Context: an optimization exercise on an open-source flow, tuned for small area. The choices shown serve that exercise and are no tape-out recipe.
Only simulation tests tie the RTL to the original design; equivalence was not proved.
No driver is modelled on the clock port, so clocking that relies on it looks cheaper here than on a real chip.
Power and IR drop assume default switching activity.

== main ==
==> flow/design.v <==
package branch_target_buffer_pkg;
   localparam int DATA_WIDTH = 32;
   localparam logic [1:0] CTR_SNT = 2'b00;
   localparam logic [1:0] CTR_WNT = 2'b01;
   localparam logic [1:0] CTR_WT  = 2'b10;
   localparam logic [1:0] CTR_ST  = 2'b11;
endpackage
module bpred_sat_counter
(
   input  logic [1:0] ctr,
   input  logic       taken,
   input  logic       force_st,
   output logic [1:0] ctr_next
);
   always_comb begin
      ctr_next = ctr;
      if (force_st) begin
         ctr_next = branch_target_buffer_pkg::CTR_ST;
      end else if (taken) begin
         if (ctr != branch_target_buffer_pkg::CTR_ST) ctr_next = ctr + 2'd1;
      end else begin
         if (ctr != branch_target_buffer_pkg::CTR_SNT) ctr_next = ctr - 2'd1;
      end
   end
endmodule
module btb_aoi222
(
   input  logic a1, a2, b1, b2, c1, c2,
   output logic y
);
   assign y = ~((a1 & a2) | (b1 & b2) | (c1 & c2));
endmodule
module btb_nand2
(
   input  logic a, b,
   output logic y
);
   assign y = ~(a & b);
endmodule
module btb_nand3
(
   input  logic a, b, c,
   output logic y
);
   assign y = ~(a & b & c);
endmodule
module btb_nor2
(
   input  logic a, b,
   output logic y
);
   assign y = ~(a | b);
endmodule
module btb_nor3
(
   input  logic a, b, c,
   output logic y
);
   assign y = ~(a | b | c);
endmodule
module btb_nor4
(
   input  logic a, b, c, d,
   output logic y
);
   assign y = ~(a | b | c | d);
endmodule
module btb_xor2
(
   input  logic a, b,
   output logic y
);
   assign y = a ^ b;
endmodule
module btb_xnor2
(
   input  logic a, b,
   output logic y
);
   assign y = ~(a ^ b);
endmodule
module btb_a21oi
(
   input  logic a1, a2, b1,
   output logic y
);
   assign y = ~((a1 & a2) | b1);
endmodule
module btb_o21ai
(
   input  logic a1, a2, b1,
   output logic y
);
   assign y = ~((a1 | a2) & b1);
endmodule
module btb_ha
(
   input  logic a, b,
   output logic s, co
);
   assign {co, s} = {1'b0, a} + {1'b0, b};
endmodule
module btb_mux2i
(
   input  logic a0, a1, s,
   output logic y
);
   assign y = ~(s ? a1 : a0);
endmodule
module btb_mux16n
(
   input  logic [15:0] s,
   input  logic [15:0] d,
   output logic        yn
);
   logic [5:0] n;
   logic       p0, p1;
   btb_aoi222 u0 (.a1(s[0]),  .a2(d[0]),  .b1(s[1]),  .b2(d[1]),  .c1(s[2]),  .c2(d[2]),  .y(n[0]));
   btb_aoi222 u1 (.a1(s[3]),  .a2(d[3]),  .b1(s[4]),  .b2(d[4]),  .c1(s[5]),  .c2(d[5]),  .y(n[1]));
   btb_aoi222 u2 (.a1(s[6]),  .a2(d[6]),  .b1(s[7]),  .b2(d[7]),  .c1(s[8]),  .c2(d[8]),  .y(n[2]));
   btb_aoi222 u3 (.a1(s[9]),  .a2(d[9]),  .b1(s[10]), .b2(d[10]), .c1(s[11]), .c2(d[11]), .y(n[3]));
   btb_aoi222 u4 (.a1(s[12]), .a2(d[12]), .b1(s[13]), .b2(d[13]), .c1(s[14]), .c2(d[14]), .y(n[4]));
   btb_nand2  u5 (.a(s[15]), .b(d[15]), .y(n[5]));
   btb_nand3  u6 (.a(n[0]), .b(n[1]), .c(n[2]), .y(p0));
   btb_nand3  u7 (.a(n[3]), .b(n[4]), .c(n[5]), .y(p1));
   btb_nor2   u8 (.a(p0), .b(p1), .y(yn));
endmodule
module btb_tagcmp
(
   input  logic [25:0] tag_n,
   input  logic [25:0] tag,
   input  logic        valid_n,
   output logic [2:0]  grp_miss
);
   logic [26:0] mis;
   logic [8:0]  z;
   for (genvar b = 0; b < 26; b++) begin : g_b
      btb_xnor2 u_x (.a(tag_n[b]), .b(tag[b]), .y(mis[b]));
   end
   assign mis[26] = valid_n;
   for (genvar k = 0; k < 9; k++) begin : g_z
      btb_nor3 u_z (.a(mis[3*k]), .b(mis[3*k+1]), .c(mis[3*k+2]), .y(z[k]));
   end
   for (genvar k = 0; k < 3; k++) begin : g_g
      btb_nand3 u_g (.a(z[3*k]), .b(z[3*k+1]), .c(z[3*k+2]), .y(grp_miss[k]));
   end
endmodule
module btb_add32
(
   input  logic [31:0] a,
   input  logic [31:0] b,
   output logic [31:0] s
);
   logic [32:0] c;
   logic        g0;
   btb_ha u_b0 (.a(a[0]), .b(b[0]), .s(s[0]), .co(g0));
   btb_nand2 u_c1 (.a(a[0]), .b(b[0]), .y(c[1]));
   for (genvar i = 1; i < 32; i++) begin : g_b
      if (i % 2 == 1) begin : g_odd
         logic np, ng;
         btb_xnor2 u_p (.a(a[i]), .b(b[i]), .y(np));
         btb_nand2 u_g (.a(a[i]), .b(b[i]), .y(ng));
         btb_o21ai u_c (.a1(np), .a2(c[i]), .b1(ng), .y(c[i+1]));
         btb_xor2  u_s (.a(np), .b(c[i]), .y(s[i]));
      end else begin : g_even
         logic p, g;
         btb_ha    u_h (.a(a[i]), .b(b[i]), .s(p), .co(g));
         btb_a21oi u_c (.a1(p), .a2(c[i]), .b1(g), .y(c[i+1]));
         btb_xor2  u_s (.a(p), .b(c[i]), .y(s[i]));
      end
   end
endmodule
module btb_vnext
(
   input  logic clr_n,
   input  logic v,
   input  logic we,
   output logic y
);
   assign y = clr_n & (v | we);
endmodule
module branch_target_buffer
(
   input  logic        clk,
   input  logic        rst_n,
   input  logic [31:0] pc_i,
   output logic        hit_o,
   output logic        pred_taken_o,
   output logic [31:0] pred_target_o,
   input  logic        upd_valid_i,
   input  logic [31:0] upd_pc_i,
   input  logic [31:0] upd_imm_i,
   input  logic        upd_taken_i,
   input  logic        upd_jump_i,
   input  logic        flush_i
);
   logic [15:0] tbl_valid;
   logic [25:0] tbl_tag    [16];
   logic [31:0] tbl_target [16];
   logic [1:0]  tbl_ctr    [16];
   logic [15:0] lk_sel, lt_sel, up_sel;
   logic [15:0] valid_d;
   logic [15:0] we_ctr, we_tgt;
   logic        lk_valid_n, up_valid_n;
   logic [25:0] lk_tag_n, up_tag_n;
   logic [31:0] lk_target_n;
   logic        lk_ctr1_n;
   logic [1:0]  up_ctr_n;
   logic [2:0]  lk_miss, up_miss;
   logic [31:0] lk_inc_n;
   logic [3:0]  lk_taken;
   logic        up_hit;
   logic        up_tk;
   logic        up_wr;
   logic        clr_n;
   logic [1:0]  up_ctr;
   logic [1:0]  ctr_base;
   logic [1:0]  ctr_next;
   logic [31:0] up_target;
   always_comb begin
      for (int i = 0; i < 16; i++) begin
         lk_sel[i] = (pc_i[5:2] == i[3:0]);
         lt_sel[i] = (pc_i[5:2] == i[3:0]);
         up_sel[i] = (upd_pc_i[5:2] == i[3:0]);
      end
   end
   for (genvar b = 0; b < 26; b++) begin : g_tag
      logic [15:0] col;
      for (genvar i = 0; i < 16; i++) begin : g_col
         assign col[i] = tbl_tag[i][b];
      end
      btb_mux16n u_lk (.s(lk_sel), .d(col), .yn(lk_tag_n[b]));
      btb_mux16n u_up (.s(up_sel), .d(col), .yn(up_tag_n[b]));
   end
   for (genvar b = 0; b < 32; b++) begin : g_tgt
      logic [15:0] col;
      for (genvar i = 0; i < 16; i++) begin : g_col
         assign col[i] = tbl_target[i][b];
      end
      btb_mux16n u_lk (.s(lt_sel), .d(col), .yn(lk_target_n[b]));
   end
   for (genvar b = 0; b < 2; b++) begin : g_ctr
      logic [15:0] col;
      for (genvar i = 0; i < 16; i++) begin : g_col
         assign col[i] = tbl_ctr[i][b];
      end
      btb_mux16n u_up (.s(up_sel), .d(col), .yn(up_ctr_n[b]));
      if (b == 1) begin : g_lk
         btb_mux16n u_lk (.s(lk_sel), .d(col), .yn(lk_ctr1_n));
      end
   end
   btb_mux16n u_lk_valid (.s(lk_sel), .d(tbl_valid), .yn(lk_valid_n));
   btb_mux16n u_up_valid (.s(up_sel), .d(tbl_valid), .yn(up_valid_n));
   btb_tagcmp u_lk_cmp (.tag_n(lk_tag_n), .tag(pc_i[31:6]), .valid_n(lk_valid_n), .grp_miss(lk_miss));
   btb_nor3   u_hit    (.a(lk_miss[0]), .b(lk_miss[1]), .c(lk_miss[2]), .y(hit_o));
   for (genvar k = 0; k < 4; k++) begin : g_tk
      btb_nor4 u_tk (.a(lk_miss[0]), .b(lk_miss[1]), .c(lk_miss[2]), .d(lk_ctr1_n), .y(lk_taken[k]));
   end
   assign pred_taken_o = lk_taken[0];
   assign lk_inc_n = ~{pc_i[31:2] + 30'd1, pc_i[1:0]};
   for (genvar b = 0; b < 32; b++) begin : g_out
      btb_mux2i u_o (.a0(lk_inc_n[b]), .a1(lk_target_n[b]), .s(lk_taken[b / 8]), .y(pred_target_o[b]));
   end
   btb_tagcmp u_up_cmp (.tag_n(up_tag_n), .tag(upd_pc_i[31:6]), .valid_n(up_valid_n), .grp_miss(up_miss));
   assign up_hit = ~|up_miss;
   assign up_tk  = upd_taken_i || upd_jump_i;
   assign up_wr  = upd_valid_i && (up_hit || up_tk);
   assign up_ctr = ~up_ctr_n;
   assign clr_n  = rst_n && !flush_i;
   btb_add32 u_add (.a(upd_pc_i), .b(upd_imm_i), .s(up_target));
   assign ctr_base = up_hit ? up_ctr : branch_target_buffer_pkg::CTR_WNT;
   bpred_sat_counter u_ctr (
      .ctr      (ctr_base),
      .taken    (up_tk),
      .force_st (upd_jump_i),
      .ctr_next (ctr_next)
   );
   for (genvar i = 0; i < 16; i++) begin : g_ent
      assign we_ctr[i] = up_wr && up_sel[i];
      assign we_tgt[i] = upd_valid_i && up_tk && up_sel[i];
      btb_vnext u_vnext (.clr_n(clr_n), .v(tbl_valid[i]), .we(we_ctr[i]), .y(valid_d[i]));
      always_ff @(posedge clk) begin
         tbl_valid[i] <= valid_d[i];
         if (we_ctr[i]) tbl_ctr[i] <= ctr_next;
         if (we_tgt[i]) begin
            tbl_tag[i]    <= upd_pc_i[31:6];
            tbl_target[i] <= up_target;
         end
      end
   end
endmodule
clock: 7.0 ns
lec_check: 0
cap_margin: 0
core_margin: 2
core_utilization: 50
slew_margin: 0
synth_hierarchical: 1
standard.sh (not shown) runs the stock make flow with config.mk's settings and CLKGATE_MAP_FILE= SYNTH_SCRIPT=/design/flow/synth_recipe.tcl, a recipe that flattens the netlist after the stock synthesis.
==> flow/flow/run.sh <==
#!/bin/bash
# Own layout flow: the standard flow, with these changes after synthesis.
#  - ports are buffered with buf_2 instead of the flow's default buffer;
#  - placement, repair and routing may not use buffers larger than buf_6
#    (flow/dont_use.tcl, sourced before each of those steps);
#  - the clock tree uses clkbuf_8, sink clusters of up to 14 within 60 um and no dummy loads.
# Synthesis is the standard one, run unchanged. Each step's output goes to its
# own log file here.
set -euo pipefail
DU=$PWD/flow/dont_use.tcl
bash standard.sh synth > synth.log 2>&1
bash standard.sh \
   "BUFFER_PORTS_ARGS=-buffer_cell sky130_fd_sc_hd__buf_2" \
   "CTS_ARGS=-sink_clustering_enable -repair_clock_nets -dont_use_dummy_load -buf_list sky130_fd_sc_hd__clkbuf_8 -sink_clustering_size 14 -sink_clustering_max_diameter 60" \
   "PRE_GLOBAL_PLACE_TCL=$DU" "PRE_RESIZE_TCL=$DU" "PRE_DETAIL_PLACE_TCL=$DU" \
   "PRE_CTS_TCL=$DU" "PRE_GLOBAL_ROUTE_TCL=$DU" "PRE_REPAIR_TIMING_POST_PLACE_TCL=$DU" \
   finish > finish.log 2>&1
==> flow/flow/dont_use.tcl <==
set_dont_use {sky130_fd_sc_hd__buf_8 sky130_fd_sc_hd__buf_12 sky130_fd_sc_hd__buf_16 sky130_fd_sc_hd__bufbuf_8 sky130_fd_sc_hd__bufbuf_16 sky130_fd_sc_hd__clkdlybuf4s50_1 sky130_fd_sc_hd__clkdlybuf4s50_2}
Although it ran to completion, main produced a layout that fails the final checks because of capacitance limit, slew limit.
--- input diff main..the feature branch ---
# main
export LEC_CHECK = 0
export CAP_MARGIN = 0
export CORE_MARGIN = 2
export CORE_UTILIZATION = 50
export SLEW_MARGIN = 0
export SYNTH_HIERARCHICAL = 1
create_clock -name core_clock -period 7.0 [get_ports {clk}]
# the feature branch
export LEC_CHECK = 0
export CAP_MARGIN = 20
export CORE_MARGIN = 2
export CORE_UTILIZATION = 50
export GPL_TIMING_DRIVEN = 0
export SLEW_MARGIN = 20
export SYNTH_HIERARCHICAL = 1
create_clock -name core_clock -period 7.0 [get_ports {clk}]
Results
Any difference in proportion of power drawn by combinational gates between the feature branch and main is small enough to ignore. Clock period minus final worst setup slack delta (the feature branch − main): unfavourable. The feature branch vs. main: share of synthesized flip-flops with an asynchronous set or reset held, met3 demand-to-capacity share in global routing now sits at about the same level, finished layout cell area +about 1%. Out of the feature branch and main, the only run to close with the timing, design-rule and antenna checks passing was the feature branch. Although it ran to completion, main produced a layout that fails the final checks because of capacitance limit, slew limit. | first-iteration DRC count | the feature branch vs main | 8.2% lower |. Re met1 demand-to-capacity share in global routing: the feature branch is 0.30 points down on main.

## what the ideal ports hide
No port has a modelled driver above. Below, the same layouts with a new extraction and two added sets of constraints.
Step 1, drivers: a clkbuf_16 drives clk and a buf_2 each remaining input, both assumed.
Step 2 also shifts input and output timing later by t, the mid clock arrival at the registers, as if the neighbouring blocks saw the same clock.
a / b / c = ideal / step 1 / step 2; a / b = the first two.
run	t (ns)	setup slack, ns	worst setup path at the end	latest minus earliest clock arrival (ns)
main	0.740	0.146 / 0.119 / -0.401	input to register	0.064 / 0.064
the feature branch	0.753	0.088 / 0.062 / -0.442	input to register	0.049 / 0.048
For main, which loses most, drivers alone change the setup slack by -0.027 ns; drivers and shift together by -0.547 ns.
